Background: an optimization exercise with open tools, aiming at small area and a short achievable clock period. Do not read the settings as production practice. In this exercise RTL edits were held to simulation tests only and were not proved equivalent to the original. Power is estimated from default activity; no workload was simulated.

$ cat flow/run.sh
#!/bin/bash
# synth_recipe.tcl (not shown) runs the flow's synth.tcl, then flattens the netlist and writes it again
# the make line also repeats each setting of config.mk as NAME=value (left out here)
make -C /OpenROAD-flow-scripts/flow DESIGN_CONFIG=/design/flow/config.mk WORK_HOME=/design/flow/orfs CLKGATE_MAP_FILE= SYNTH_SCRIPT=/design/flow/synth_recipe.tcl finish
$ cat flow/config.mk
export PLATFORM = sky130hd
export DESIGN_NAME = exec_core
export DESIGN_NICKNAME = exec_core
export VERILOG_FILES = /design/flow/design.v
export SDC_FILE = /design/flow/constraint.sdc
export NUM_CORES = 4
export LEC_CHECK = 0
export CAP_MARGIN = 20
export CORE_MARGIN = 2
export CORE_UTILIZATION = 50
export SETUP_SLACK_MARGIN = 3.8
export SLEW_MARGIN = 20
export SYNTH_HIERARCHICAL = 1
export TNS_END_PERCENT = 10
$ cat flow/constraint.sdc
create_clock -name core_clock -period 8.0 [get_ports {clock}]
set_input_delay 1.6000 -clock core_clock [delete_from_list [all_inputs] [get_ports {clock}]]
set_output_delay 1.6000 -clock core_clock [all_outputs]
set_load 0.01 [all_outputs]
$ cat flow/design.v
`timescale 1ns/1ps
package cpu_pkg;
    localparam int reg_width = 32;
    localparam int reg_count = 16;
    localparam int imm_width = 16;
    localparam int pc_step   = 4;
    typedef logic [reg_width-1:0] t_reg;
    typedef logic [$clog2(reg_count)-1:0] t_reg_index;
    typedef t_reg t_regs [reg_count];
    typedef enum logic [1:0] {
        IT_BOTTOM   = 2'd0,
        IT_TOP      = 2'd1,
        IT_UNSIGNED = 2'd2,
        IT_SIGNED   = 2'd3
    } t_imm_type;
    typedef enum logic [3:0] {
        OP_NOP  = 4'h0,
        OP_ADD  = 4'h1,
        OP_SUB  = 4'h2,
        OP_AND  = 4'h3,
        OP_OR   = 4'h4,
        OP_XOR  = 4'h5,
        OP_LDI  = 4'h6,
        OP_JUMP = 4'h7,
        OP_BZ   = 4'h8
    } t_opcode;
    typedef struct packed {
        t_opcode                opcode;
        t_reg_index             rd;
        t_reg_index             rs1;
        t_reg_index             rs2;
        logic [imm_width-1:0]   imm;
    } t_instr;
    typedef struct packed {
        logic                   write;
        logic                   write_immediate;
        t_reg_index             index;
        t_reg                   data;
        logic [imm_width-1:0]   imm;
        t_imm_type              imm_type;
    } t_reg_update;
    typedef struct packed {
        logic                   jump;
        logic                   inc;
        logic                   branch;
        t_reg                   jump_target;
        logic [imm_width-1:0]   branch_offset;
    } t_pc_update;
endpackage
`timescale 1ns/1ps
module rf_decode (
    input  logic [3:0]  idx,
    input  logic [15:0] valid,
    output logic [15:0] sel
);
    always_comb begin
        for (int i = 0; i < 16; i++) sel[i] = (idx == 4'(i)) && valid[i];
    end
endmodule
module rf_mux (
    input  logic [15:0]  sel,
    input  logic [255:0] d,
    output logic [15:0]  q
);
    always_comb begin
        q = '0;
        for (int i = 0; i < 16; i++) q = q | (d[16*i +: 16] & {16{sel[i]}});
    end
endmodule
module rf_next (
    input  logic        we,
    input  logic        valid,
    input  logic [15:0] wd,
    input  logic [15:0] q,
    output logic [15:0] d
);
    assign d = we ? wd : (q & {16{valid}});
endmodule
module register_file (
    input  logic                 clock,
    input  logic                 reset,
    input  logic                 write_lo,
    input  logic                 write_hi,
    input  cpu_pkg::t_reg_index  write_index,
    input  cpu_pkg::t_reg        write_data,
    input  cpu_pkg::t_reg_index  read1_index,
    input  cpu_pkg::t_reg_index  read2_index,
    input  cpu_pkg::t_reg_index  read3_index,
    output cpu_pkg::t_reg        read1_data,
    output cpu_pkg::t_reg        read2_data,
    output cpu_pkg::t_reg        read3_data
);
    localparam int N = cpu_pkg::reg_count;
    localparam int H = cpu_pkg::reg_width / 2;
    logic [N*H-1:0] regs_lo;
    logic [N*H-1:0] regs_hi;
    logic [N*H-1:0] next_lo;
    logic [N*H-1:0] next_hi;
    logic [N-1:0]   valid_lo;
    logic [N-1:0]   valid_hi;
    logic [N-1:0]   we_lo;
    logic [N-1:0]   we_hi;
    always_comb begin
        for (int i = 0; i < N; i++) begin
            we_lo[i] = write_lo && (write_index == cpu_pkg::t_reg_index'(i));
            we_hi[i] = write_hi && (write_index == cpu_pkg::t_reg_index'(i));
        end
    end
    always_ff @(posedge clock or posedge reset) begin
        if (reset) begin
            valid_lo <= '0;
            valid_hi <= '0;
        end else begin
            valid_lo <= valid_lo | we_lo;
            valid_hi <= valid_hi | we_hi;
        end
    end
    for (genvar i = 0; i < N; i++) begin : g_next
        rf_next u_lo (.we(we_lo[i]), .valid(valid_lo[i]), .wd(write_data[H-1:0]),
                      .q(regs_lo[H*i +: H]), .d(next_lo[H*i +: H]));
        rf_next u_hi (.we(we_hi[i]), .valid(valid_hi[i]), .wd(write_data[2*H-1:H]),
                      .q(regs_hi[H*i +: H]), .d(next_hi[H*i +: H]));
    end
    always_ff @(posedge clock) begin
        regs_lo <= next_lo;
        regs_hi <= next_hi;
    end
    cpu_pkg::t_reg_index ridx [3];
    logic [N-1:0]        sel_lo [3];
    logic [N-1:0]        sel_hi [3];
    cpu_pkg::t_reg       rdata [3];
    assign ridx[0] = read1_index;
    assign ridx[1] = read2_index;
    assign ridx[2] = read3_index;
    for (genvar p = 0; p < 3; p++) begin : g_read
        rf_decode u_dec_lo (.idx(ridx[p]), .valid(valid_lo), .sel(sel_lo[p]));
        rf_decode u_dec_hi (.idx(ridx[p]), .valid(valid_hi), .sel(sel_hi[p]));
        rf_mux u_mux_lo (.sel(sel_lo[p]), .d(regs_lo), .q(rdata[p][H-1:0]));
        rf_mux u_mux_hi (.sel(sel_hi[p]), .d(regs_hi), .q(rdata[p][2*H-1:H]));
    end
    assign read1_data = rdata[0];
    assign read2_data = rdata[1];
    assign read3_data = rdata[2];
endmodule
`timescale 1ns/1ps
module program_counter (
    input  logic          clock,
    input  logic          reset,
    input  logic          pc_hold,
    input  logic          pc_jump,
    input  logic          pc_branch,
    input  cpu_pkg::t_reg jump_target,
    input  logic [cpu_pkg::imm_width-1:0] branch_offset,
    output cpu_pkg::t_reg pc
);
    cpu_pkg::t_reg pc_q;
    cpu_pkg::t_reg branch_offset_ext;
    assign pc = pc_q;
    assign branch_offset_ext = {
        {(cpu_pkg::reg_width-cpu_pkg::imm_width){branch_offset[cpu_pkg::imm_width-1]}},
        branch_offset
    };
    always_ff @(posedge clock or posedge reset) begin
        if (reset) begin
            pc_q <= '0;
        end else if (!pc_hold) begin
            if (pc_jump)        pc_q <= jump_target;
            else if (pc_branch) pc_q <= pc_q + branch_offset_ext;
            else                pc_q <= pc_q + cpu_pkg::t_reg'(cpu_pkg::pc_step);
        end
    end
endmodule
`timescale 1ns/1ps
module execute_unit (
    input  cpu_pkg::t_instr      instr,
    input  logic                 instr_valid,
    input  cpu_pkg::t_reg        rs1_data,
    input  cpu_pkg::t_reg        rs2_data,
    output logic                 write_lo,
    output logic                 write_hi,
    output cpu_pkg::t_reg        write_data,
    output logic                 pc_jump,
    output logic                 pc_branch,
    output logic                 pc_hold
);
    localparam int H = cpu_pkg::imm_width;
    logic is_alu, is_ldi, is_jump, is_bz, is_sub;
    logic use_sum, use_g, use_p;
    logic [1:0] kind;
    cpu_pkg::t_reg sum, g, p, imm_value;
    assign is_alu  = instr.opcode == cpu_pkg::OP_ADD || instr.opcode == cpu_pkg::OP_SUB ||
                     instr.opcode == cpu_pkg::OP_AND || instr.opcode == cpu_pkg::OP_OR ||
                     instr.opcode == cpu_pkg::OP_XOR;
    assign is_ldi  = instr.opcode == cpu_pkg::OP_LDI;
    assign is_jump = instr.opcode == cpu_pkg::OP_JUMP;
    assign is_bz   = instr.opcode == cpu_pkg::OP_BZ;
    assign is_sub  = instr.opcode == cpu_pkg::OP_SUB;
    assign kind    = instr.rs2[1:0];
    cpu_pkg::t_reg a1, x, pp;
    logic [31:0] gl [6];
    logic [31:0] pl [6];
    logic [31:0] carry;
    assign a1 = rs1_data ^ {cpu_pkg::reg_width{is_sub}};
    assign g  = a1 & rs2_data;
    assign pp = a1 ^ rs2_data;
    assign x  = rs1_data ^ rs2_data;
    assign p  = x;
    always_comb begin
        gl[0] = g;
        pl[0] = pp;
        for (int l = 0; l < 5; l++) begin
            for (int i = 0; i < 32; i++) begin
                if (i >= (1 << l)) begin
                    gl[l+1][i] = gl[l][i] | (pl[l][i] & gl[l][i - (1 << l)]);
                    pl[l+1][i] = pl[l][i] & pl[l][i - (1 << l)];
                end else begin
                    gl[l+1][i] = gl[l][i];
                    pl[l+1][i] = pl[l][i];
                end
            end
        end
        carry = {gl[5][30:0], 1'b0};
    end
    assign sum = x ^ carry;
    assign use_sum = instr.opcode == cpu_pkg::OP_ADD || instr.opcode == cpu_pkg::OP_SUB;
    assign use_g   = instr.opcode == cpu_pkg::OP_AND || instr.opcode == cpu_pkg::OP_OR;
    assign use_p   = instr.opcode == cpu_pkg::OP_OR  || instr.opcode == cpu_pkg::OP_XOR;
    assign imm_value[H-1:0] = instr.imm;
    always_comb begin
        case (kind)
            cpu_pkg::IT_TOP:    imm_value[2*H-1:H] = instr.imm;
            cpu_pkg::IT_SIGNED: imm_value[2*H-1:H] = {H{instr.imm[H-1]}};
            default:            imm_value[2*H-1:H] = '0;
        endcase
    end
    assign write_data = ({cpu_pkg::reg_width{use_sum}} & sum) |
                        ({cpu_pkg::reg_width{use_g}}   & g)   |
                        ({cpu_pkg::reg_width{use_p}}   & p)   |
                        ({cpu_pkg::reg_width{is_ldi}}  & imm_value);
    assign write_lo  = instr_valid && (is_alu || (is_ldi && kind != cpu_pkg::IT_TOP));
    assign write_hi  = instr_valid && (is_alu || (is_ldi && kind != cpu_pkg::IT_BOTTOM));
    assign pc_hold   = !instr_valid;
    assign pc_jump   = is_jump;
    assign pc_branch = is_bz && (rs1_data == '0);
endmodule
`timescale 1ns/1ps
module exec_core (
    input  logic       clock,
    input  logic       reset,
    input  cpu_pkg::t_instr     instr,
    input  logic       instr_valid,
    input  cpu_pkg::t_reg_index dbg_index,
    output cpu_pkg::t_reg       dbg_data,
    output cpu_pkg::t_reg       pc
);
    cpu_pkg::t_reg rs1_data;
    cpu_pkg::t_reg rs2_data;
    cpu_pkg::t_reg write_data;
    logic          write_lo, write_hi;
    logic          pc_jump, pc_branch, pc_hold;
    register_file u_register_file (
        .clock       (clock),
        .reset       (reset),
        .write_lo    (write_lo),
        .write_hi    (write_hi),
        .write_index (instr.rd),
        .write_data  (write_data),
        .read1_index (instr.rs1),
        .read2_index (instr.rs2),
        .read3_index (dbg_index),
        .read1_data  (rs1_data),
        .read2_data  (rs2_data),
        .read3_data  (dbg_data)
    );
    program_counter u_program_counter (
        .clock         (clock),
        .reset         (reset),
        .pc_hold       (pc_hold),
        .pc_jump       (pc_jump),
        .pc_branch     (pc_branch),
        .jump_target   (rs1_data),
        .branch_offset (instr.imm),
        .pc            (pc)
    );
    execute_unit u_execute_unit (
        .instr       (instr),
        .instr_valid (instr_valid),
        .rs1_data    (rs1_data),
        .rs2_data    (rs2_data),
        .write_lo    (write_lo),
        .write_hi    (write_hi),
        .write_data  (write_data),
        .pc_jump     (pc_jump),
        .pc_branch   (pc_branch),
        .pc_hold     (pc_hold)
    );
endmodule
==> impl_metrics.toml, run 1 <==
[logic_synthesis]
synth_nets = 3660
synth_ff_type = "dfxtp_1"
ys_top_cells_by_area = "dfxtp_1, a22o_1, a221oi_1"
syn_area_sq_um = 34900
synth_edf_count = 0
syn_area_per_cell_sq_um = 9.81
async_reset_ff_share_pct = 11.1
postSynthCellCount = 3558
yosysMostFrequentCell = "a22o_1"
synth-seq-cells = 576
synth.top_cell.area_share_pct = 29.4
ys_warn_count = 18
yosys.area.top_type = "dfxtp_1"
synth_common_cells = "a22o_1, dfxtp_1, a221oi_1"
ys_seq_area_share_pct = 34.0
synth.distinct_cells = 86

[floorplan]
ios = 103
die_area_sq_um = 71900
die_h_microns = 268
rows = 96
coreArea_sq_um = 68800
die_x_microns = 268
start_util_pct = 50.7

[sta]
fin_tns_setup_ps = 0
slew-limit-headroom_pct = 18.3
fin_crit_ps = 5560
slew_violations = 0
rsz0062_at_grt = "true"
max_freq_mhz = 180
setup_violations = 0
hold_violations = 0
period_share_pct = 69.4
worstMarginPinSlew_ps = 1210
hold_ws_ps = 505
skew_ps = 32.7

[cts]
cts_buffers = 67
cts_tree = "yes"
insertion_delay_ps = 630
ctsHoldBuffers = 0
clockRootBuffer = "clkbuf_16"
clkSinkCount = 576
htreeDepth = 3
ctsLongestPathBuffers = 3
path_clk_slew_ps = 60

[power]
pwr_density_cell_nw_per_um2 = 190
pwr-share-clk_pct = 41.5
combPwrFrac_pct = 17.9
leakagePower_nw = 15.7
p_int_mw = 5.37
ir_drop_mv = 0.183
power.share.switching_pct = 31.1
p_switching_mw = 2.42
seqPwrFrac_pct = 40.6

[drt]
dr_wl_met3_microns = 20400
ant_nets = 0
drt-initial-drc-count = 5514
dr_wl_met2_microns = 62100
wl_met1_microns = 62400
vias = 35063
top_layer = "met5"
drc_errors = 0
dr.pass1.iters = 7
via_per_inst = 7.59
wl_microns = 152000
wl_per_cell_microns = 32.8

[place]
place_congestion = 0.985
hpwl_microns = 104000
port_buffers = 102

[worst_setup_path]
crit_type = "in2reg"
worstPathMaxFanout = 8
arrival_ps = 6080
critical_path.startpoint = "instr[22]"
startpoint_type = "input port"
timing.rr.start = "u_register_file.valid_lo[14]"
endpoint_kind = "flop"
cp.required_ps = 8520

[outcome]
status = "complete, no violations"

[global_route]
antenna_found_initial = 7
grt_usage_pct = 40.2
grt_overflow = 0
grt_pass1_wl_microns = 218000
grt_max_degree = 62
grt_pass1_vias = 32206

[hold_path]
hold_class = "reg2reg"
hp-start = "u_register_file.regs_hi[221]"

[layout]
syn_to_final_growth_pct = 17.3
fin_util_pct = 59.5
layout-drive-gt1-share_pct = 29.7
fin_nets = 3737

[run]
drv_cap = 0
## layout make-up
class                   instances  area (sq um)
well taps                     931          1160
clock inverters                28           344
clock buffers                  93          1950
fillers                      5782         27900
inverters                      29           109
diodes                          1          2.50
multi-input cells            2616         22500
flip-flops and latches        576         11900
repair buffers                345          2990
## placed cells by master, fill, tap and decap left out, types with 20 or more instances in the layout
master,n
a22o_1,512
dfxtp_1,512
a22o_2,320
a221oi_1,264
buf_4,225
nand2_1,192
o21ai_0,119
nand4_1,111
nor2_1,106
a221oi_2,99
and3_4,81
clkdlybuf4s50_1,79
clkbuf_16,72
xor2_1,68
a21oi_1,66
dfrtp_1,64
ha_1,55
xnor2_1,52
nor2b_4,49
nand3_1,37
o21bai_1,33
a221oi_4,32
inv_1,28
and3_1,22
a222oi_1,21
a21o_1,20
## power by group through the flow
| stage | clock network [mW] | registers [mW] | logic, mW |
|---|---|---|---|
| final | 3.23 | 3.17 | 1.39 |
| after floorplan | 0 | 3.14 | 0.925 |
| after CTS | 3.25 | 3.15 | 1.34 |
| after global routing | 3.37 | 3.18 | 1.48 |
| after detailed placement | 0 | 3.20 | 1.30 |
| after global placement | 0 | 3.20 | 1.28 |
## modules after synthesis, one instance, submodules excluded, a selection
| module | flip-flops and latches | cells | cell area, sq um |
|---|---|---|---|
| execute_unit | 0 | 409 | 2910 |
| program_counter | 32 | 548 | 4150 |
| register_file | 544 | 633 | 11600 |
| rf_decode | 0 | 24 | 160 |
| rf_mux | 0 | 176 | 1480 |
| rf_next | 0 | 24 | 201 |
## what timing repair did
item | 4_1_cts | 5_1_grt
resized for setup | 385 | 113
endpoints found under the setup margin | 576 | 576
buffers inserted | 86 | 32
pin swaps | 76 | 46
gates cloned | 8 | 4
## flip-flops by register name, indices dropped and copies added, names as in the netlist
| register | cells |
|---|---|
| u_register_file.regs_hi | 256 |
| u_register_file.valid_hi | 16 |
| u_register_file.regs_lo | 256 |
| u_register_file.valid_lo | 16 |
| u_program_counter.pc_q | 32 |
## worst max-delay path: stages
cell and delay, ps:
buf_12 110, nor2b_4 160, and3_4 200, buf_12 140, a22o_4 250, a221oi_4 300
nand4_1 270, xor2_1 210, ha_1 340, nand4_1 240, buf_4 180, a2bb2oi_4 190
a31oi_4 120, o21ai_2 170, a311oi_2 110, buf_4 170, a2111oi_4 380, nor4_4 100
a311o_2 500, a22o_2 310
## layer usage
layer | vias up | global-route usage (%)
met5 | - | 0
met4 | 12 | 15.6
met3 | 503 | 11.6
met2 | 2697 | 57.3
met1 | 17184 | 56.9
li1 | 14667 | -
## cells by family (layout without fill, tap and decap cells)
logic type | after synthesis | after routing | synth area share, %
XOR/XNOR | 125 | 125 | 3.14
AND/OR/NAND/NOR | 756 | 765 | 12.3
other | 0 | 1 | 0
multiplexers | 12 | 12 | 0.358
adder cells (fa/ha/maj) | 63 | 63 | 2.28
flip-flops | 576 | 576 | 34.0
buffers and inverters | 376 | 495 | 7.91
AO/OA/AOI/OAI | 1650 | 1651 | 40.0
## path summary, 6_finish.rpt
| check | end | slack (ps) | cells past startpoint |
|---|---|---|---|
| setup / recovery | u_register_file.regs_hi[252] | 2440 | 20 |
| hold / removal | u_register_file.regs_hi[221] | 500 | 2 |
| setup reg to reg | u_register_file.regs_hi[252] | 3110 | 17 |
| hold reg to reg | u_register_file.regs_hi[221] | 500 | 2 |
| max in group asynchronous | u_program_counter.pc_q[11] | 6010 | 3 |
| min in group asynchronous | u_program_counter.pc_q[29] | 1630 | 3 |
## metrics by stage
step | worst slack (ps) | cells | cell area, sq um | total power [mW]
6_report | 2440 | 4619 | 40900 | 7.80
5_1_grt | 2400 | 4618 | 40900 | 8.02
4_1_cts | 2530 | 4582 | 40200 | 7.74
3_5_place_dp | 493 | 4367 | 35700 | 4.50
3_3_place_gp | 528 | 4366 | 35700 | 4.48
2_1_floorplan | 2530 | 3558 | 35200 | 4.07
==> run 2: changes to the inputs <==
--- a/flow/config.mk
+++ b/flow/config.mk
@@ -11,4 +11,3 @@
 export SETUP_SLACK_MARGIN = 3.8
 export SLEW_MARGIN = 20
 export SYNTH_HIERARCHICAL = 1
-export TNS_END_PERCENT = 10
==> run 2 against run 1 <==
The layout now fails its checks (max-slew violations). Via count increased by 3.8%. Design area is 8.4% higher. Worst setup slack lost 39 ps. Hold slack improved by 0.95 ps. Total power is 0.11% lower. Critical path type unchanged. Largest cell class unchanged. Largest power group is now sequential cells.
==> impl_metrics.toml, run 2 <==
[outcome]
status = "complete, but fails checks"
so_faults = "max-slew violations"

[logic_synthesis]
synth-seq-cells = 576
synth.distinct_cells = 86
syn_area_sq_um = 34900
postSynthCellCount = 3558
ys_warn_count = 18
synth_ff_type = "dfxtp_1"
synth_nets = 3660
synth_fa_ha_area_share_pct = 2.28
syn_area_per_cell_sq_um = 9.81
yosys.area_share.simple_pct = 12.3
synth_edf_count = 0
yosys.area.top_type = "dfxtp_1"
ys_top_cells_by_area = "dfxtp_1, a22o_1, a221oi_1"
synth_common_cells = "a22o_1, dfxtp_1, a221oi_1"
synthMuxAreaShare_pct = 0.358
yosysMostFrequentCell = "a22o_1"
synth-compound-area-share_pct = 40.0
synth_xor_xnor_area_share_pct = 3.14
async_reset_ff_share_pct = 11.1
synth_top_family_by_area = "compound AO/OA/AOI/OAI gates"
ys_seq_area_share_pct = 34.0
synth.top_cell.area_share_pct = 29.4

[floorplan]
ios = 103
die_area_sq_um = 71900
start_util_pct = 50.7
coreArea_sq_um = 68800
die_h_microns = 268
rows = 96
die_x_microns = 268

[drt]
drt-initial-drc-count = 5270
wl_per_cell_microns = 33.6
drc_errors = 0
vias = 36396
dr.pass1.iters = 10
via_per_inst = 7.64
ant_nets = 0
wl_microns = 160000

[place]
port_buffers = 102
place_congestion = 1.02
post-place-ws_ps = 562
hpwl_microns = 106000

[global_route]
grt_overflow = 0
antenna_found_initial = 3
grt_max_degree = 46
grt_pass1_vias = 32940
grt_usage_pct = 42.0
grt_pass1_wl_microns = 226000

[power]
ir_drop_mv = 0.190
seqPwrFrac_pct = 40.8
pwr_density_cell_nw_per_um2 = 176
p_int_mw = 5.32
leakagePower_nw = 17.3
pwr-share-clk_pct = 40.0
power.share.switching_pct = 31.7
p_switching_mw = 2.47
combPwrFrac_pct = 19.2
finalPower_mw = 7.79

[layout]
syn_to_final_growth_pct = 27.0
largestRegisters = "u_register_file.regs_hi x256, u_register_file.regs_lo x256, u_program_counter.pc_q x32"
final_cell_mix = "dfxtp_1, a22o_1, a22o_2"
final_common_cell = "dfxtp_1"
layout-drive-gt1-share_pct = 37.8
fin_nets = 3886

[worst_setup_path]
worstPathMaxFanout = 8
crit_type = "in2reg"
cp.required_ps = 8500
endpoint_kind = "flop"
startpoint_type = "input port"
arrival_ps = 6090

[sta]
slew-limit-headroom_pct = -3.57
period_share_pct = 69.9
fin_tns_setup_ps = 0
setup_violations = 0
fin_ws_ps = 2400
max_freq_mhz = 179
hold_violations = 0
worstMarginPinSlew_ps = 1550
rsz0062_at_grt = "true"
skew_ps = 46.1
fin_crit_ps = 5600
slew_violations = 2

[cts]
cts_buffers = 67
clkSinkCount = 576
htreeDepth = 3
ctsLongestPathBuffers = 3
ctsHoldBuffers = 0
cts_tree = "yes"
path_clk_slew_ps = 60
clockRootBuffer = "clkbuf_16"
insertion_delay_ps = 630

[run]
drv_cap = 0

[hold_path]
hold_class = "reg2reg"
-- run 2: timing repair --
action	in CTS	in global routing
setup endpoints to repair	580	576
pin swaps	190	141
resized for setup	681	189
setup buffers	196	85
gates cloned	15	10
-- run 2: final cells by class --
type                       count  area [sq um]
fill                        5487         24500
multi-input combinational   2619         24200
sequential                   576         11900
timing repair buffer         491          4790
clock buffer                 102          2000
tap                          931          1160
clock inverter                17           174
inverter                      29           109
antenna                        1          2.50
-- run 2: path summary, 6_finish.rpt --
path / startpoint / slack, ps / depth (start not counted) / endpoint
worst max-delay path: instr[23] / 2400 / 19 / u_register_file.regs_hi[172]
worst min-delay path: u_register_file.regs_hi[222] / 510 / 2 / u_register_file.regs_hi[222]
worst max register to register: u_register_file.valid_lo[5] / 3060 / 17 / u_register_file.regs_hi[172]
worst min register to register: u_register_file.regs_hi[222] / 510 / 2 / u_register_file.regs_hi[222]
max in group asynchronous: reset / 5970 / 3 / u_program_counter.pc_q[6]
min in group asynchronous: reset / 1600 / 3 / u_register_file.valid_lo[0]
-- run 2: critical path, stage by stage --
cell,delay (ps)
buf_12,110
and2_4,180
and3_4,200
buf_4,140
a22o_1,230
a221oi_4,290
nand4_1,280
xor2_1,240
ha_1,360
nand4_1,270
nor3_2,300
o21bai_4,100
a31oi_4,260
o21ai_4,100
a311oi_4,340
a2111oi_4,130
buf_4,170
a311o_2,490
a22o_2,290
-- run 2: logic make-up after synthesis --
kind of cell               count (synthesis)
AOI/OAI and AO/OA                       1650
xor gates and xnor gates                 125
adders and majority gates                 63
buffers and inverters                    376
DFF                                      576
muxes                                     12
and+or+nand+nor                          756
-- run 2: through the flow --
stage | std cells | area [sq um] | util, % | hold slack, ps
after floorplan | 3558 | 36200 | - | 464
after global placement | 4339 | 36400 | 52.9 | 487
after detailed placement | 4340 | 36400 | 52.9 | 495
after CTS | 4670 | 42600 | 61.9 | 504
after global routing | 4765 | 44300 | 64.4 | 530
final | 4766 | 44300 | 64.4 | 506
-- run 2: per-layer routing --
layer,wire length [microns],up-vias,GRT usage [%]
met5,88,-,0.878
met4,7140,6,15.3
met3,22100,515,12.7
met2,66200,2824,60.0
met1,64800,18032,59.3
li1,-,15019,-
-- run 2: power groups by stage --
stage	Clock [mW]	Combinational (mW)	Sequential, mW
finish	3.11	1.50	3.18
global route	3.24	1.57	3.18
CTS	3.13	1.39	3.16
detailed placement	0	1.29	3.21
global placement	0	1.28	3.21
floorplan	0	0.939	3.15
-- run 2: Yosys stat by module (local to each module, per instance), excerpt --
| module | copies in the design | area (sq um) |
|---|---|---|
| register_file | 1 | 11600 |
| rf_next | 32 | 201 |
| program_counter | 1 | 4150 |
| rf_mux | 6 | 1480 |
| execute_unit | 1 | 2910 |
| rf_decode | 6 | 160 |
==> run 3: changes to the inputs <==
--- a/flow/design.v
+++ b/flow/design.v
@@ -154,23 +154,62 @@
     output cpu_pkg::t_reg pc
 );
     cpu_pkg::t_reg pc_q;
-    cpu_pkg::t_reg branch_offset_ext;
+    cpu_pkg::t_reg pc_next;
+    cpu_pkg::t_reg pc_step;
+    cpu_pkg::t_reg pc_branch_target;
+    logic [15:0] hi_inc, hi_dec, lo_branch;
+    logic [13:0] lo_step;
+    logic        lo_step_carry, lo_branch_carry;
     assign pc = pc_q;
-    assign branch_offset_ext = {
-        {(cpu_pkg::reg_width-cpu_pkg::imm_width){branch_offset[cpu_pkg::imm_width-1]}},
-        branch_offset
-    };
+    assign hi_inc = pc_q[31:16] + 16'd1;
+    assign hi_dec = pc_q[31:16] - 16'd1;
+    assign {lo_step_carry, lo_step} = {1'b0, pc_q[15:2]} + 15'd1;
+    assign pc_step = {lo_step_carry ? hi_inc : pc_q[31:16], lo_step, pc_q[1:0]};
+    assign {lo_branch_carry, lo_branch} = {1'b0, pc_q[15:0]} + {1'b0, branch_offset};
+    always_comb begin
+        case ({lo_branch_carry, branch_offset[15]})
+            2'b10:   pc_branch_target[31:16] = hi_inc;
+            2'b01:   pc_branch_target[31:16] = hi_dec;
+            default: pc_branch_target[31:16] = pc_q[31:16];
+        endcase
+        pc_branch_target[15:0] = lo_branch;
+    end
+    always_comb begin
+        if (pc_jump)        pc_next = jump_target;
+        else if (pc_branch) pc_next = pc_branch_target;
+        else                pc_next = pc_step;
+    end
     always_ff @(posedge clock or posedge reset) begin
         if (reset) begin
             pc_q <= '0;
         end else if (!pc_hold) begin
-            if (pc_jump)        pc_q <= jump_target;
-            else if (pc_branch) pc_q <= pc_q + branch_offset_ext;
-            else                pc_q <= pc_q + cpu_pkg::t_reg'(cpu_pkg::pc_step);
+            pc_q <= pc_next;
         end
     end
 endmodule
 `timescale 1ns/1ps
+module pfx_aoi (
+    input  logic g,
+    input  logic p,
+    input  logic g_prev,
+    input  logic p_prev,
+    output logic g_n,
+    output logic p_n
+);
+    assign g_n = ~(g | (p & g_prev));
+    assign p_n = ~(p & p_prev);
+endmodule
+module pfx_oai (
+    input  logic g_n,
+    input  logic p_n,
+    input  logic g_prev_n,
+    input  logic p_prev_n,
+    output logic g,
+    output logic p
+);
+    assign g = ~(g_n & (p_n | g_prev_n));
+    assign p = ~(p_n | p_prev_n);
+endmodule
 module execute_unit (
     input  cpu_pkg::t_instr      instr,
     input  logic                 instr_valid,
@@ -205,22 +244,25 @@
     assign pp = a1 ^ rs2_data;
     assign x  = rs1_data ^ rs2_data;
     assign p  = x;
-    always_comb begin
-        gl[0] = g;
-        pl[0] = pp;
-        for (int l = 0; l < 5; l++) begin
-            for (int i = 0; i < 32; i++) begin
-                if (i >= (1 << l)) begin
-                    gl[l+1][i] = gl[l][i] | (pl[l][i] & gl[l][i - (1 << l)]);
-                    pl[l+1][i] = pl[l][i] & pl[l][i - (1 << l)];
-                end else begin
-                    gl[l+1][i] = gl[l][i];
-                    pl[l+1][i] = pl[l][i];
+    for (genvar l = 0; l < 5; l++) begin : g_level
+        for (genvar i = 0; i < 32; i++) begin : g_bit
+            if (i >= (1 << l)) begin : g_cell
+                if (l % 2 == 0) begin : g_aoi
+                    pfx_aoi u_cell (.g(gl[l][i]), .p(pl[l][i]), .g_prev(gl[l][i - (1 << l)]),
+                                    .p_prev(pl[l][i - (1 << l)]), .g_n(gl[l+1][i]), .p_n(pl[l+1][i]));
+                end else begin : g_oai
+                    pfx_oai u_cell (.g_n(gl[l][i]), .p_n(pl[l][i]), .g_prev_n(gl[l][i - (1 << l)]),
+                                    .p_prev_n(pl[l][i - (1 << l)]), .g(gl[l+1][i]), .p(pl[l+1][i]));
                 end
+            end else begin : g_pass
+                assign gl[l+1][i] = ~gl[l][i];
+                assign pl[l+1][i] = ~pl[l][i];
             end
         end
-        carry = {gl[5][30:0], 1'b0};
     end
+    assign gl[0] = g;
+    assign pl[0] = pp;
+    assign carry = {~gl[5][30:0], 1'b0};
     assign sum = x ^ carry;
     assign use_sum = instr.opcode == cpu_pkg::OP_ADD || instr.opcode == cpu_pkg::OP_SUB;
     assign use_g   = instr.opcode == cpu_pkg::OP_AND || instr.opcode == cpu_pkg::OP_OR;
==> flow/flow/run.sh (new file) <==
#!/bin/bash
# The standard layout, with two changes to how it is made:
#  - the input and output ports get a plain buffer (buf_4) rather than the
#    delay cell buffer_ports would pick, and
#  - timing repair may swap a cell for one of another footprint, so that
#    port buffers and slow gates can be replaced by faster ones.
# The clock period, constraints, power grid and synthesis are the standard flow's own.
set -uo pipefail
bash standard.sh MATCH_CELL_FOOTPRINT=0 \
    "BUFFER_PORTS_ARGS=-buffer_cell sky130_fd_sc_hd__buf_4" \
    finish > standard_flow.log 2>&1
rc=$?
tail -n 20 standard_flow.log
exit $rc
==> flow/standard.sh (new file) <==
#!/bin/bash
# synth_recipe.tcl (not shown) runs the flow's synth.tcl, then flattens the netlist and writes it again
# the make line also repeats each setting of config.mk as NAME=value (left out here)
make -C /OpenROAD-flow-scripts/flow DESIGN_CONFIG=/design/flow/config.mk WORK_HOME=/design/flow/orfs CLKGATE_MAP_FILE= SYNTH_SCRIPT=/design/flow/synth_recipe.tcl "${@:-finish}"
--- a/flow/config.mk
+++ b/flow/config.mk
@@ -8,6 +8,7 @@
 export CAP_MARGIN = 20
 export CORE_MARGIN = 2
 export CORE_UTILIZATION = 50
-export SETUP_SLACK_MARGIN = 3.8
+export SETUP_SLACK_MARGIN = 4.0
 export SLEW_MARGIN = 20
 export SYNTH_HIERARCHICAL = 1
+export TNS_END_PERCENT = 10
removed: flow/run.sh
==> run 3 against run 2 <==
Now clean on timing, DRC and antenna. Largest cell class unchanged. Clock-buffer cell count fell by 9. Fmax is 8.2% higher. Die area hardly changed. Via count fell by 1.6%.
==> impl_metrics.toml, run 3 <==
[worst_setup_path]
startpoint_type = "input port"
cp.required_ps = 6400
worstPathMaxFanout = 16
max_stage_delay_ps = 480
endpoint_kind = "output pin"
slowest_stage = "a221oi_2"
critical_path.startpoint = "dbg_index[0]"
crit_type = "in2out"
timing.rr.start = "u_register_file.valid_lo[5]"
path_cells = "buf_4 -> and2_1 -> and3_2 -> a221oi_2 -> nand4_1 -> buf_4"
critPathMostFrequentCell = "buf_4"
arrival_ps = 3570

[cts]
insertion_delay_ps = 630
clkSinkCount = 576
clockRootBuffer = "clkbuf_16"
cts_tree = "yes"
ctsHoldBuffers = 0
htreeDepth = 3
path_clk_slew_ps = 50
cts_buffers = 67
ctsLongestPathBuffers = 3

[floorplan]
die_h_microns = 268
die_area_sq_um = 71900
die_x_microns = 268
ios = 103
start_util_pct = 50.7
rows = 96
coreArea_sq_um = 68800

[place]
post-place-ws_ps = 1130
hpwl_microns = 108000
place_congestion = 1.06
port_buffers = 102

[sta]
hold_violations = 0
slew-limit-headroom_pct = 16.8
worstMarginPinSlew_ps = 1250
hold_ws_ps = 505
period_share_pct = 64.6
fin_tns_setup_ps = 0
fin_crit_ps = 5170
rsz0062_at_grt = "true"
max_freq_mhz = 193
skew_ps = 30.0
slew_violations = 0
setup_violations = 0
fin_ws_ps = 2830

[layout]
layout-drive-gt1-share_pct = 38.5
fin_nets = 3764
syn_to_final_growth_pct = 21.2
final_cell_mix = "dfxtp_1, a22o_1, buf_4"
fin_util_pct = 61.4
largestRegisters = "u_register_file.regs_hi x256, u_register_file.regs_lo x256, u_program_counter.pc_q x32"
multi_input_area_sq_um = 23700
fillers = 5721
final_common_cell = "dfxtp_1"
seq_area_sq_um = 11900

[outcome]
status = "complete, no violations"

[logic_synthesis]
synth_nets = 3665
syn_area_per_cell_sq_um = 9.76
syn_area_sq_um = 34900
ys_warn_count = 20
postSynthCellCount = 3573

[drt]
wl_microns = 162000
ant_nets = 0
drc_errors = 0
drt-initial-drc-count = 5861
via_per_inst = 7.69
vias = 35824
dr.pass1.iters = 7
wl_per_cell_microns = 34.7

[hold_path]
hp-start = "u_register_file.regs_hi[221]"
hold_class = "reg2reg"

[power]
combPwrFrac_pct = 16.4
pwr_density_cell_nw_per_um2 = 183
ir_drop_mv = 0.170
p_int_mw = 5.31
pwr-share-clk_pct = 42.6
power.share.switching_pct = 31.5
leakagePower_nw = 16.1
p_switching_mw = 2.45
seqPwrFrac_pct = 41.1

[global_route]
grt_max_degree = 51
grt_pass1_vias = 33057
grt_pass1_wl_microns = 229000
antenna_found_initial = 3
grt_overflow = 0
grt_usage_pct = 42.5

[run]
drv_cap = 0
==> run 3: final cells by class <==
class | count | share of cell area, %
inverters | 32 | 0.284
multi-input cells | 2631 | 55.9
flip-flops and latches | 576 | 28.0
diodes | 2 | 0.0118
clock inverters | 30 | 0.932
clock buffers | 93 | 4.60
well taps | 931 | 2.75
repair buffers | 364 | 7.45
==> run 3: layer usage <==
layer / wire length [microns] / share of wire [%] / global-route usage (%) / vias to the layer above
met2: 66200 / 41 / 61.3 / 2812
li1: - / - / - / 14713
met1: 64800 / 40 / 58.9 / 17721
met3: 23100 / 14 / 14.0 / 574
met4: 7530 / 4.7 / 15.4 / 4
met5: 54 / 0.033 / 0 / -
==> run 3: worst max-delay path: cells and delay by family <==
| kind | cells | cell delay (ps) |
|---|---|---|
| AND/OR/NAND/NOR | 3 | 1060 |
| AO/OA/AOI/OAI | 1 | 480 |
| buffers and inverters | 2 | 420 |
==> run 3: what timing repair did <==
item,4_1_cts,5_1_grt
buffers inserted,136,57
setup endpoints to repair,576,575
hold endpoints to repair,0,0
pin swaps,146,107
gates resized for setup,416,256
cloned,6,6
==> run 3: final timing paths <==
path	cells after the start	end	slack [ps]
max	6	dbg_data[30]	2830
min	2	u_register_file.regs_hi[221]	500
max reg2reg	16	u_register_file.regs_hi[210]	3560
min reg2reg	2	u_register_file.regs_hi[221]	500
max in group asynchronous	3	u_program_counter.pc_q[30]	6500
min in group asynchronous	3	u_register_file.valid_hi[3]	1120
==> run 3: power by group through the flow <==
stage          sequential [mW]  clock [mW]  combinational, mW
6_report                  3.19        3.30               1.27
5_1_grt                   3.19        3.41               1.33
4_1_cts                   3.17        3.30               1.18
3_5_place_dp              3.22           0               1.13
3_3_place_gp              3.22           0               1.12
2_1_floorplan             3.14           0              0.819
==> run 3: per-stage QoR <==
step,power [mW],instances,area (sq um)
after floorplan,3.96,3573,35100
after global placement,4.34,4329,35000
after detailed placement,4.36,4329,35000
after CTS,7.65,4594,40400
after global routing,7.93,4657,42300
final,7.76,4659,42300
==> run 4: changes to the inputs <==
--- a/flow/design.v
+++ b/flow/design.v
@@ -57,14 +57,45 @@
         for (int i = 0; i < 16; i++) sel[i] = (idx == 4'(i)) && valid[i];
     end
 endmodule
+module rf_or4 (
+    input  logic [3:0] sel,
+    input  logic [3:0] d,
+    output logic       y
+);
+    assign y = |(sel & d);
+endmodule
+module rf_nor2 (
+    input  logic a,
+    input  logic b,
+    output logic y
+);
+    assign y = ~(a | b);
+endmodule
+module rf_nand2 (
+    input  logic a,
+    input  logic b,
+    output logic y
+);
+    assign y = ~(a & b);
+endmodule
 module rf_mux (
     input  logic [15:0]  sel,
     input  logic [255:0] d,
     output logic [15:0]  q
 );
-    always_comb begin
-        q = '0;
-        for (int i = 0; i < 16; i++) q = q | (d[16*i +: 16] & {16{sel[i]}});
+    for (genvar b = 0; b < 16; b++) begin : g_bit
+        logic [3:0] quarter;
+        logic [1:0] half_n;
+        for (genvar k = 0; k < 4; k++) begin : g_quarter
+            logic [3:0] dq;
+            for (genvar j = 0; j < 4; j++) begin : g_pick
+                assign dq[j] = d[16*(4*k + j) + b];
+            end
+            rf_or4 u_or (.sel(sel[4*k +: 4]), .d(dq), .y(quarter[k]));
+        end
+        rf_nor2  u_lo (.a(quarter[0]), .b(quarter[1]), .y(half_n[0]));
+        rf_nor2  u_hi (.a(quarter[2]), .b(quarter[3]), .y(half_n[1]));
+        rf_nand2 u_or (.a(half_n[0]), .b(half_n[1]), .y(q[b]));
     end
 endmodule
 module rf_next (
@@ -143,6 +174,63 @@
     assign read3_data = rdata[2];
 endmodule
 `timescale 1ns/1ps
+module pc_select (
+    input  logic [31:0] taken,
+    input  logic [31:0] not_taken,
+    input  logic        branch,
+    output logic [31:0] pc_next
+);
+    assign pc_next = branch ? taken : not_taken;
+endmodule
+module and_prefix16 (
+    input  logic [15:0] x,
+    output logic [15:0] c
+);
+    always_comb begin
+        for (int i = 0; i < 16; i++) c[i] = &(x | ~((16'd1 << i) - 16'd1));
+    end
+endmodule
+module or_prefix16 (
+    input  logic [15:0] x,
+    output logic [15:0] c
+);
+    always_comb begin
+        for (int i = 0; i < 16; i++) c[i] = |(x & ((16'd1 << i) - 16'd1));
+    end
+endmodule
+module ks_add16 (
+    input  logic [15:0] a,
+    input  logic [15:0] b,
+    output logic [15:0] sum,
+    output logic        cout
+);
+    logic [15:0] gl [5];
+    logic [15:0] pl [5];
+    logic [15:0] x;
+    for (genvar i = 0; i < 16; i++) begin : g_gp
+        gen_bit_n  u_g (.a(a[i]), .b(b[i]), .g_n(gl[0][i]));
+        prop_bit_n u_p (.a(a[i]), .b(b[i]), .p_n(pl[0][i]));
+    end
+    for (genvar l = 0; l < 4; l++) begin : g_level
+        for (genvar i = 0; i < 16; i++) begin : g_bit
+            if (i >= (1 << l)) begin : g_cell
+                if (l % 2 == 0) begin : g_oai
+                    pfx_oai u_cell (.g_n(gl[l][i]), .p_n(pl[l][i]), .g_prev_n(gl[l][i - (1 << l)]),
+                                    .p_prev_n(pl[l][i - (1 << l)]), .g(gl[l+1][i]), .p(pl[l+1][i]));
+                end else begin : g_aoi
+                    pfx_aoi u_cell (.g(gl[l][i]), .p(pl[l][i]), .g_prev(gl[l][i - (1 << l)]),
+                                    .p_prev(pl[l][i - (1 << l)]), .g_n(gl[l+1][i]), .p_n(pl[l+1][i]));
+                end
+            end else begin : g_pass
+                assign gl[l+1][i] = ~gl[l][i];
+                assign pl[l+1][i] = ~pl[l][i];
+            end
+        end
+    end
+    assign x    = a ^ b;
+    assign sum  = x ^ {~gl[4][14:0], 1'b0};
+    assign cout = ~gl[4][15];
+endmodule
 module program_counter (
     input  logic          clock,
     input  logic          reset,
@@ -157,15 +245,20 @@
     cpu_pkg::t_reg pc_next;
     cpu_pkg::t_reg pc_step;
     cpu_pkg::t_reg pc_branch_target;
-    logic [15:0] hi_inc, hi_dec, lo_branch;
+    cpu_pkg::t_reg next_not_taken;
+    logic [15:0] hi_inc, hi_dec, hi_inc_c, hi_dec_c, lo_branch, lo_step_c;
     logic [13:0] lo_step;
     logic        lo_step_carry, lo_branch_carry;
     assign pc = pc_q;
-    assign hi_inc = pc_q[31:16] + 16'd1;
-    assign hi_dec = pc_q[31:16] - 16'd1;
-    assign {lo_step_carry, lo_step} = {1'b0, pc_q[15:2]} + 15'd1;
+    and_prefix16 u_hi_inc (.x(pc_q[31:16]), .c(hi_inc_c));
+    or_prefix16  u_hi_dec (.x(pc_q[31:16]), .c(hi_dec_c));
+    assign hi_inc = pc_q[31:16] ^ hi_inc_c;
+    assign hi_dec = pc_q[31:16] ^ ~hi_dec_c;
+    and_prefix16 u_lo_step (.x({2'b00, pc_q[15:2]}), .c(lo_step_c));
+    assign lo_step       = pc_q[15:2] ^ lo_step_c[13:0];
+    assign lo_step_carry = lo_step_c[14];
     assign pc_step = {lo_step_carry ? hi_inc : pc_q[31:16], lo_step, pc_q[1:0]};
-    assign {lo_branch_carry, lo_branch} = {1'b0, pc_q[15:0]} + {1'b0, branch_offset};
+    ks_add16 u_lo_branch (.a(pc_q[15:0]), .b(branch_offset), .sum(lo_branch), .cout(lo_branch_carry));
     always_comb begin
         case ({lo_branch_carry, branch_offset[15]})
             2'b10:   pc_branch_target[31:16] = hi_inc;
@@ -175,14 +268,20 @@
         pc_branch_target[15:0] = lo_branch;
     end
     always_comb begin
-        if (pc_jump)        pc_next = jump_target;
-        else if (pc_branch) pc_next = pc_branch_target;
-        else                pc_next = pc_step;
-    end
+        if (pc_hold)       next_not_taken = pc_q;
+        else if (pc_jump)  next_not_taken = jump_target;
+        else               next_not_taken = pc_step;
+    end
+    pc_select u_select (
+        .taken     (pc_branch_target),
+        .not_taken (next_not_taken),
+        .branch    (pc_branch),
+        .pc_next   (pc_next)
+    );
     always_ff @(posedge clock or posedge reset) begin
         if (reset) begin
             pc_q <= '0;
-        end else if (!pc_hold) begin
+        end else begin
             pc_q <= pc_next;
         end
     end
@@ -210,6 +309,20 @@
     assign g = ~(g_n & (p_n | g_prev_n));
     assign p = ~(p_n | p_prev_n);
 endmodule
+module gen_bit_n (
+    input  logic a,
+    input  logic b,
+    output logic g_n
+);
+    assign g_n = ~(a & b);
+endmodule
+module prop_bit_n (
+    input  logic a,
+    input  logic b,
+    output logic p_n
+);
+    assign p_n = ~(a | b);
+endmodule
 module execute_unit (
     input  cpu_pkg::t_instr      instr,
     input  logic                 instr_valid,
@@ -235,24 +348,28 @@
     assign is_bz   = instr.opcode == cpu_pkg::OP_BZ;
     assign is_sub  = instr.opcode == cpu_pkg::OP_SUB;
     assign kind    = instr.rs2[1:0];
-    cpu_pkg::t_reg a1, x, pp;
+    cpu_pkg::t_reg a1, x;
     logic [31:0] gl [6];
     logic [31:0] pl [6];
     logic [31:0] carry;
     assign a1 = rs1_data ^ {cpu_pkg::reg_width{is_sub}};
-    assign g  = a1 & rs2_data;
-    assign pp = a1 ^ rs2_data;
+    cpu_pkg::t_reg g_n, pp_n;
+    for (genvar i = 0; i < 32; i++) begin : g_gp
+        gen_bit_n  u_g (.a(a1[i]), .b(rs2_data[i]), .g_n(g_n[i]));
+        prop_bit_n u_p (.a(a1[i]), .b(rs2_data[i]), .p_n(pp_n[i]));
+    end
+    assign g  = ~g_n;
     assign x  = rs1_data ^ rs2_data;
     assign p  = x;
     for (genvar l = 0; l < 5; l++) begin : g_level
         for (genvar i = 0; i < 32; i++) begin : g_bit
             if (i >= (1 << l)) begin : g_cell
-                if (l % 2 == 0) begin : g_aoi
-                    pfx_aoi u_cell (.g(gl[l][i]), .p(pl[l][i]), .g_prev(gl[l][i - (1 << l)]),
-                                    .p_prev(pl[l][i - (1 << l)]), .g_n(gl[l+1][i]), .p_n(pl[l+1][i]));
-                end else begin : g_oai
+                if (l % 2 == 0) begin : g_oai
                     pfx_oai u_cell (.g_n(gl[l][i]), .p_n(pl[l][i]), .g_prev_n(gl[l][i - (1 << l)]),
                                     .p_prev_n(pl[l][i - (1 << l)]), .g(gl[l+1][i]), .p(pl[l+1][i]));
+                end else begin : g_aoi
+                    pfx_aoi u_cell (.g(gl[l][i]), .p(pl[l][i]), .g_prev(gl[l][i - (1 << l)]),
+                                    .p_prev(pl[l][i - (1 << l)]), .g_n(gl[l+1][i]), .p_n(pl[l+1][i]));
                 end
             end else begin : g_pass
                 assign gl[l+1][i] = ~gl[l][i];
@@ -260,9 +377,9 @@
             end
         end
     end
-    assign gl[0] = g;
-    assign pl[0] = pp;
-    assign carry = {~gl[5][30:0], 1'b0};
+    assign gl[0] = g_n;
+    assign pl[0] = pp_n;
+    assign carry = {gl[5][30:0], 1'b0};
     assign sum = x ^ carry;
     assign use_sum = instr.opcode == cpu_pkg::OP_ADD || instr.opcode == cpu_pkg::OP_SUB;
     assign use_g   = instr.opcode == cpu_pkg::OP_AND || instr.opcode == cpu_pkg::OP_OR;
@@ -283,7 +400,7 @@
     assign write_hi  = instr_valid && (is_alu || (is_ldi && kind != cpu_pkg::IT_BOTTOM));
     assign pc_hold   = !instr_valid;
     assign pc_jump   = is_jump;
-    assign pc_branch = is_bz && (rs1_data == '0);
+    assign pc_branch = instr_valid && is_bz && (rs1_data == '0);
 endmodule
 `timescale 1ns/1ps
 module exec_core (
==> flow/flow/run.sh (replaced) <==
#!/bin/bash
# The standard layout, with three changes to how it is made:
#  - the input and output ports get a plain buffer (buf_4) rather than the
#    delay cell buffer_ports would pick,
#  - timing repair may swap a cell for one of another footprint, so that
#    port buffers and slow gates can be replaced by faster ones, and
#  - synthesis maps assuming a light load on each output (ABC_LOAD_IN_FF),
#    leaving cell sizing to timing repair.
# The clock period, constraints and power grid are the standard flow's own, and
# synthesis is the standard flow's script with the same registers.
set -uo pipefail
bash standard.sh MATCH_CELL_FOOTPRINT=0 \
    "BUFFER_PORTS_ARGS=-buffer_cell sky130_fd_sc_hd__buf_4" \
    ABC_LOAD_IN_FF=1 \
    finish > standard_flow.log 2>&1
rc=$?
tail -n 20 standard_flow.log
exit $rc
--- a/flow/config.mk
+++ b/flow/config.mk
@@ -7,8 +7,9 @@
 export LEC_CHECK = 0
 export CAP_MARGIN = 20
 export CORE_MARGIN = 2
-export CORE_UTILIZATION = 50
-export SETUP_SLACK_MARGIN = 4.0
+export CORE_UTILIZATION = 55
+export CTS_BUF_LIST = sky130_fd_sc_hd__clkbuf_8
+export SETUP_SLACK_MARGIN = 3.3
 export SLEW_MARGIN = 20
 export SYNTH_HIERARCHICAL = 1
 export TNS_END_PERCENT = 10
==> run 4 against run 3 <==
Global-route usage decreased by 0.13 points. Synthesized cell count increased by 15%. Fmax increased by 6.9%. Still clean on timing, DRC and antenna. Critical path type unchanged.
==> impl_metrics.toml, run 4 <==
[worst_setup_path]
endpoint_kind = "output pin"
max_stage_delay_ps = 310
critPathMostFrequentCell = "buf_4"
arrival_ps = 3240
worstPathMaxFanout = 8
rrSetupSlack_ps = 3870
path_cells = "buf_4 -> nor2b_4 -> and3_4 -> buf_4 -> a22oi_1 -> nand2_1 -> nor2_1 -> nand2_1 -> buf_4"
startpoint_type = "input port"
crit_buf_inv = 3
cp.required_ps = 6400
critPathTopFamily = "simple AND/OR/NAND/NOR gates"
slowest_stage = "and3_4"
crit_type = "in2out"

[floorplan]
coreArea_sq_um = 61800
start_util_pct = 55.8
die_area_sq_um = 64700
ios = 103
die_h_microns = 254
die_x_microns = 254
rows = 91

[sta]
slew-limit-headroom_pct = 19.5
slew_violations = 0
rsz0062_at_grt = "true"
setup_violations = 0
hold_violations = 0
skew_ps = 45.1
fin_tns_setup_ps = 0
worstMarginPinSlew_ps = 1200
period_share_pct = 60.4
fin_crit_ps = 4840
max_freq_mhz = 207

[cts]
htreeDepth = 3
insertion_delay_ps = 750
ctsLongestPathBuffers = 3
ctsHoldBuffers = 0
cts_tree = "yes"
path_clk_slew_ps = 60
cts_buffers = 100
clkSinkCount = 576
clockRootBuffer = "clkbuf_8"

[layout]
syn_to_final_growth_pct = 15.4
layout-drive-gt1-share_pct = 21.4
final_cell_mix = "a22oi_1, nand2_1, dfxtp_1"
fin_util_pct = 64.4
final_common_cell = "a22oi_1"
fin_nets = 4335
fillers = 5503
largestRegisters = "u_register_file.regs_hi x256, u_register_file.regs_lo x256, u_program_counter.pc_q x32"

[place]
place_congestion = 1.03
hpwl_microns = 97700
port_buffers = 102

[run]
drv_cap = 0

[drt]
dr.pass1.iters = 8
wl_per_cell_microns = 28.4
wl_microns = 148000
vias = 37254
via_per_inst = 7.15
drt-initial-drc-count = 5840
ant_nets = 0
drc_errors = 0

[global_route]
grt_pass1_vias = 32763
grt_overflow = 0
grt_pass1_wl_microns = 209000
grt_max_degree = 65
grt_usage_pct = 42.4
antenna_found_initial = 3

[power]
pwr_density_cell_nw_per_um2 = 186
leakagePower_nw = 16.5
ir_drop_mv = 0.191

[logic_synthesis]
postSynthCellCount = 4120
ys_warn_count = 26
syn_area_per_cell_sq_um = 8.37
synth_nets = 4161
syn_area_sq_um = 34500

[hold_path]
hold_class = "reg2reg"

[outcome]
status = "complete, no violations"
## run 4: area by class of cell
type | instances | area (sq um) | share of cell area, %
flip-flops and latches | 576 | 11900 | 29.8
clock buffers | 124 | 1710 | 4.29
multi-input cells | 3329 | 22700 | 57.1
well taps | 837 | 1050 | 2.63
diodes | 3 | 7.51 | 0.0189
clock inverters | 54 | 279 | 0.701
inverters | 63 | 236 | 0.594
repair buffers | 224 | 1940 | 4.89
## run 4: worst paths after layout
| path | startpoint | to | depth (start not counted) |
|---|---|---|---|
| setup reg to reg | u_register_file.valid_lo[14] | u_register_file.regs_hi[89] | 17 |
| setup / recovery | dbg_index[2] | dbg_data[13] | 9 |
| hold reg to reg | u_register_file.regs_hi[157] | u_register_file.regs_hi[157] | 2 |
| hold / removal | u_register_file.regs_hi[157] | u_register_file.regs_hi[157] | 2 |
| max in group asynchronous | reset | u_register_file.valid_lo[0] | 3 |
| min in group asynchronous | reset | u_program_counter.pc_q[25] | 3 |
## run 4: what timing repair did
action,in CTS,in global routing
setup endpoints to repair,512,478
gates cloned,0,15
pin swaps,4,36
setup buffers,6,36
resized for setup,173,298
## run 4: through the flow
stage	setup WS [ps]	power (mW)	hold slack, ps	std cells	area, sq um
2_1_floorplan	3310	4.18	471	4120	34500
3_3_place_gp	1550	4.58	489	4970	35700
3_5_place_dp	1570	4.59	495	4971	35700
4_1_cts	3180	7.29	505	5155	38200
5_1_grt	3190	7.62	529	5208	39800
6_report	3160	7.40	505	5210	39800
## run 4: power breakdown
group	switching (mW)	leakage [nW]	total (mW)	internal (mW)
sequential	0.265	4.89	3.22	2.95
combinational	0.882	10.5	1.43	0.549
clock	1.35	1.16	2.75	1.40
total	2.50	16.5	7.40	4.91
## run 4: worst register-to-register path, stage by stage, from the launching register on
cell and delay [ps]:
dfrtp_1 550, and3_4 310, a22oi_1 200, nand2_1 150, nor2_2 260, nand2_2 230, xor2_2 240, nor2_2 90
nor2_2 170, nand2_1 140, nor2_1 290, a21oi_2 160, o21ai_2 280, nor3_1 100, o21bai_1 150, o2111ai_1 190
buf_6 230, a22o_1 250
## run 4: metal layers
metal  vias to the layer above  share of wire (%)  global-route usage [%]
li1                      16125                  -                       -
met1                     17552                 39                    58.0
met2                      2999                 40                    59.4
met3                       572                 16                    16.9
met4                         6                4.9                    16.0
met5                         -               0.15                    1.50
==> run 5: changes to the inputs <==
--- a/flow/config.mk
+++ b/flow/config.mk
@@ -7,7 +7,7 @@
 export LEC_CHECK = 0
 export CAP_MARGIN = 20
 export CORE_MARGIN = 2
-export CORE_UTILIZATION = 55
+export CORE_UTILIZATION = 48
 export CTS_BUF_LIST = sky130_fd_sc_hd__clkbuf_8
 export SETUP_SLACK_MARGIN = 3.3
 export SLEW_MARGIN = 20
==> run 5 against run 4 <==
Combinational power about the same. Core utilization down 7.4 points. Largest cell class unchanged. Fmax up 0.36%.
==> impl_metrics.toml, run 5 <==
[place]
port_buffers = 102
hpwl_microns = 101000
place_congestion = 0.980

[layout]
layout-drive-gt1-share_pct = 22.8
fillers = 6639
fin_util_pct = 57.0
final_cell_mix = "a22oi_1, nand2_1, dfxtp_1"
syn_to_final_growth_pct = 17.9
largestRegisters = "u_register_file.regs_hi x256, u_register_file.regs_lo x256, u_program_counter.pc_q x32"
multi_input_area_sq_um = 23400
seq_area_sq_um = 11900
fin_nets = 4325
final_common_cell = "a22oi_1"

[drt]
wl_per_cell_microns = 28.3
ant_nets = 0
drt-initial-drc-count = 5353
wl_microns = 151000
drc_errors = 0
via_per_inst = 6.89
dr.pass1.iters = 8
vias = 36655

[run]
drv_cap = 0

[worst_setup_path]
rr_endpoint = "u_program_counter.pc_q[8]"
startpoint_type = "input port"
worstPathMaxFanout = 8
cp-endpoint = "dbg_data[13]"
timing.rr.start = "u_register_file.valid_hi[14]"
endpoint_kind = "output pin"
rr_worst_depth = 10
arrival_ps = 3220
crit_type = "in2out"
rrSetupSlack_ps = 3960
critical_path.startpoint = "dbg_index[1]"
cp.required_ps = 6400

[cts]
cts_buffers = 103
insertion_delay_ps = 780
clkSinkCount = 576
ctsHoldBuffers = 0
htreeDepth = 3
path_clk_slew_ps = 50
clockRootBuffer = "clkbuf_8"
cts_tree = "yes"
ctsLongestPathBuffers = 3

[sta]
fin_tns_setup_ps = 0
fin_crit_ps = 4820
rsz0062_at_grt = "true"
hold_violations = 0
worstMarginPinSlew_ps = 1230
slew_violations = 0
max_freq_mhz = 208
slew-limit-headroom_pct = 18.1
period_share_pct = 60.2
setup_violations = 0
skew_ps = 69.1

[logic_synthesis]
syn_area_per_cell_sq_um = 8.37
ys_warn_count = 26
synth_nets = 4161
postSynthCellCount = 4120
syn_area_sq_um = 34500

[floorplan]
die_x_microns = 272
rows = 98
ios = 103
die_h_microns = 272
die_area_sq_um = 74000
start_util_pct = 48.3
coreArea_sq_um = 71400

[global_route]
grt_usage_pct = 37.4
grt_max_degree = 65
grt_pass1_vias = 32219
grt_overflow = 0
antenna_found_initial = 6
grt_pass1_wl_microns = 213000

[outcome]
status = "complete, no violations"

[power]
leakagePower_nw = 16.6
pwr_density_cell_nw_per_um2 = 188
ir_drop_mv = 0.141

[hold_path]
hold_class = "reg2reg"
==> run 5: cell types whose count changed in the layout (fill, tap and decap cells not counted), moves of 9 or more <==
cell     change
nand2_2      +9
and3_2      -10
nand2_1     -19
nand2_4     +10
and3_4      +16
a22oi_2      +9
buf_4       -14
a22oi_1      -9
o21ai_1      -9
==> run 5: per-layer routing <==
| metal | global-route usage (%) | vias up | wire length, microns | share of wire [%] |
|---|---|---|---|---|
| met5 | 0 | - | 37 | 0.025 |
| met4 | 12.1 | 6 | 5940 | 3.9 |
| li1 | - | 16119 | - | - |
| met3 | 12.3 | 458 | 20400 | 14 |
| met2 | 52.7 | 2634 | 61500 | 41 |
| met1 | 53.4 | 17438 | 62800 | 42 |
==> run 5: critical path, stage by stage <==
cell	delay, ps
buf_6	140
nor2_4	390
and3_4	390
buf_4	160
a22oi_1	80
nand2_1	120
nor2_1	70
nand2_1	120
buf_4	140
==> run 5: power by group <==
| part | internal, mW | switching [mW] |
|---|---|---|
| Sequential | 2.95 | 0.264 |
| Clock | 1.61 | 1.37 |
| Combinational | 0.551 | 0.879 |
==> run 5: area by class of cell <==
cell class / count / share of cell area (%)
Clock buffer: 131 / 4.43
Sequential cell: 576 / 29.2
Timing Repair Buffer: 208 / 4.48
Antenna cell: 2 / 0.0123
Clock inverter: 57 / 0.966
Inverter: 63 / 0.582
Multi-Input combinational cell: 3332 / 57.5
Tap cell: 950 / 2.92
==> run 5: what timing repair did <==
item,in CTS,in global routing
setup buffers,10,35
gates cloned,0,18
pin swaps,9,57
resized for setup,184,391
setup endpoints to repair,544,448
==> run 5: how the worst min path moves through the flow <==
stage                            startpoint                           end  cells after the start
2_1_floorplan  u_register_file.regs_hi[125]  u_register_file.regs_hi[125]                      2
3_3_place_gp   u_register_file.regs_lo[110]  u_register_file.regs_lo[110]                      2
3_5_place_dp   u_register_file.regs_hi[174]  u_register_file.regs_hi[174]                      2
4_1_cts        u_register_file.regs_hi[174]  u_register_file.regs_hi[174]                      2
5_1_grt        u_register_file.regs_hi[190]  u_register_file.regs_hi[190]                      2
6_report        u_register_file.regs_hi[14]   u_register_file.regs_hi[14]                      2
==> run 5: stage by stage <==
step                      power [mW]  instance area (sq um)  setup slack [ps]  std cells  hold slack, ps
final                           7.63                  40700              3180       5319             510
after global routing            7.89                  40700              3210       5318             533
after floorplan                 4.18                  34500              3310       4120             471
after CTS                       7.54                  38700              3090       5264             506
after detailed placement        4.58                  35700              1430       5066             493
after global placement          4.58                  35700              1410       5065             487
==> run 6: changes to the inputs <==
--- a/flow/config.mk
+++ b/flow/config.mk
@@ -7,8 +7,10 @@
 export LEC_CHECK = 0
 export CAP_MARGIN = 20
 export CORE_MARGIN = 2
-export CORE_UTILIZATION = 48
+export CORE_UTILIZATION = 55
 export CTS_BUF_LIST = sky130_fd_sc_hd__clkbuf_8
+export CTS_CLUSTER_DIAMETER = 60
+export CTS_CLUSTER_SIZE = 14
 export SETUP_SLACK_MARGIN = 3.3
 export SLEW_MARGIN = 20
 export SYNTH_HIERARCHICAL = 1
==> run 6 against run 5 <==
Via count shrank 0.16%. Routed wire length shrank 3.8%. Sequential share of layout area up 1.4 points. Critical path depth rose by 8. Largest cell class unchanged.
==> impl_metrics.toml, run 6 <==
[worst_setup_path]
rrSetupSlack_ps = 3970
max_stage_delay_ps = 370
slowest_stage = "and3_2"
path_cells = "buf_4 -> and2_1 -> and3_2 -> a22oi_1 -> nand2_1 -> nor2_1 -> nand2_1 -> nor2_2 -> nor2_2 -> a21oi_2 -> o21ai_2 -> a21oi_2 -> inv_1 -> a32oi_1 -> o221ai_4 -> buf_6 -> a22o_1"
timing.rr.start = "u_register_file.valid_hi[14]"
critPathTopFamily = "simple AND/OR/NAND/NOR gates"
crit_type = "in2reg"
rr_endpoint = "u_register_file.regs_hi[9]"
worstPathMaxFanout = 16
crit_buf_inv = 3
cp.required_ps = 8630
rr_worst_depth = 18
startpoint_type = "input port"
endpoint_kind = "flop"
arrival_ps = 5450

[drt]
wl_per_cell_microns = 28.5
drc_errors = 0
ant_nets = 0
wl_microns = 145000
vias = 36597
dr.pass1.iters = 8
drt-initial-drc-count = 5988
via_per_inst = 7.18

[global_route]
met2_usage_pct = 59.3
grt_max_degree = 65
grt_usage_pct = 41.9
antenna_found_initial = 3
grt_overflow = 0
grt.busiest_layer = "met2"
use_met3_pct = 15.8
grt_pass1_wl_microns = 206000
met1_usage_pct = 58.1
grt_pass1_vias = 32174

[sta]
slew-limit-headroom_pct = 18.7
worstMarginPinSlew_ps = 1220
max_freq_mhz = 207
period_share_pct = 60.2
fin_crit_ps = 4820
setup_violations = 0
slew_violations = 0
skew_ps = 60.9
fin_tns_setup_ps = 0
rsz0062_at_grt = "true"
hold_violations = 0

[logic_synthesis]
synth_nets = 4161
postSynthCellCount = 4120
ys_warn_count = 26
syn_area_sq_um = 34500
syn_area_per_cell_sq_um = 8.37

[place]
placed_cell_area_sq_um = 35700
place_congestion = 1.03
hpwl_microns = 97700
port_buffers = 102

[outcome]
status = "complete, no violations"

[floorplan]
start_util_pct = 55.8
die_h_microns = 254
ios = 103
coreArea_sq_um = 61800
die_x_microns = 254
rows = 91
die_area_sq_um = 64700

[cts]
ctsLongestPathBuffers = 3
cts_buffers = 53
path_clk_slew_ps = 90
cts_tree = "yes"
clkSinkCount = 576
htreeDepth = 2
insertion_delay_ps = 750
clockRootBuffer = "clkbuf_8"

[layout]
syn_to_final_growth_pct = 12.5
final_cell_mix = "a22oi_1, nand2_1, dfxtp_1"
finalInstanceArea_sq_um = 38800
layout-drive-gt1-share_pct = 20.4
largestRegisters = "u_register_file.regs_hi x256, u_register_file.regs_lo x256, u_program_counter.pc_q x32"
final_common_cell = "a22oi_1"
fin_nets = 4274

[power]
pwr_density_cell_nw_per_um2 = 169
leakagePower_nw = 15.9
ir_drop_mv = 0.187

[hold_path]
hp-start = "u_register_file.regs_hi[157]"
whs_endpoint = "u_register_file.regs_hi[157]"
hold_class = "reg2reg"
hold_depth = 2

[run]
drv_cap = 0
-- run 6: tightest hold or removal path: stages (launching register included) --
cell,delay (ps)
dfxtp_1,350
nand2_1,70
o21ai_0,60
-- run 6: final cells by class --
class | count | area, sq um
Timing Repair Buffer | 215 | 1860
Inverter | 63 | 236
Clock buffer | 56 | 771
Sequential cell | 576 | 11900
Multi-Input combinational cell | 3324 | 22700
Tap cell | 837 | 1050
Fill cell | 5536 | 23000
Antenna cell | 2 | 5.00
Clock inverter | 22 | 287
-- run 6: where the power goes --
group | switching, mW | leakage, nW | internal [mW] | total [mW]
Clock | 1.12 | 0.553 | 0.820 | 1.94
Combinational | 0.878 | 10.4 | 0.548 | 1.43
Sequential | 0.258 | 4.89 | 2.95 | 3.21
-- run 6: worst max-delay path by stage --
stage,from,end,slack [ps],cells after the start
detailed placement,instr[22],u_register_file.regs_lo[252],1570,16
floorplan,instr[21],u_register_file.regs_hi[104],3310,17
finish,instr[16],u_register_file.regs_lo[250],3180,17
global placement,instr[22],u_register_file.regs_lo[220],1550,16
CTS,instr[22],u_register_file.regs_hi[106],3150,20
global route,instr[16],u_register_file.regs_lo[170],3180,17
-- run 6: repair_timing --
| action | in CTS | in global routing |
|---|---|---|
| setup endpoints to repair | 512 | 488 |
| gates cloned | 0 | 10 |
| hold buffers | 0 | 0 |
| setup buffers | 6 | 28 |
| resized for setup | 168 | 323 |
| pin swaps | 4 | 35 |
-- run 6: through the flow --
step	hold WS (ps)	std cells	utilization (%)	total power, mW	setup WS [ps]
6_report	511	5095	62.8	6.57	3180
5_1_grt	533	5095	62.8	6.79	3180
4_1_cts	509	5055	60.3	6.48	3150
3_5_place_dp	495	4971	57.7	4.59	1570
3_3_place_gp	489	4970	57.7	4.58	1550
2_1_floorplan	471	4120	-	4.18	3310
-- run 6: metal layers --
layer	share of wire (%)	wire, microns
met1	40	58100
met2	41	59300
met3	15	21600
met4	4.1	6000
met5	0.012	18

static timing again, ports no longer ideal:
Ports are ideal in the flow. The routed layouts listed here were re-timed in OpenROAD. Step 1 sets driving cells, clkbuf_16 on the clock port and buf_2 on the other inputs (assumed; they add their load-dependent delay and slew). Step 2 times the ports against the registers' clock, not the clock port: input delays grow and output delays shrink by t, the midpoint of the rising clock arrivals with the driver on. Three values: ideal ports, drivers, drivers and shift; two values: the first two.
run | t, ns | slack for setup (ns) | hold WS [ns] | pins driven straight from the clock port
run 1 | 0.680 | 2.444 / 2.450 / 1.769 | 0.505 / 0.505 / 0.505 | 1
run 2 | 0.679 | 2.405 / 2.413 / 1.734 | 0.506 / 0.506 / 0.506 | 1
run 3 | 0.686 | 2.829 / 2.809 / 2.247 | 0.505 / 0.505 / 0.505 | 1
run 4 | 0.796 | 3.164 / 3.139 / 2.390 | 0.505 / 0.505 / 0.505 | 1
run 5 | 0.804 | 3.181 / 3.148 / 2.482 | 0.510 / 0.510 / 0.510 | 1
run 6 | 0.784 | 3.181 / 3.185 / 2.421 | 0.511 / 0.511 / 0.511 | 1
For run 4, which loses most, drivers alone change the setup slack by -0.025 ns; drivers and shift together by -0.774 ns.
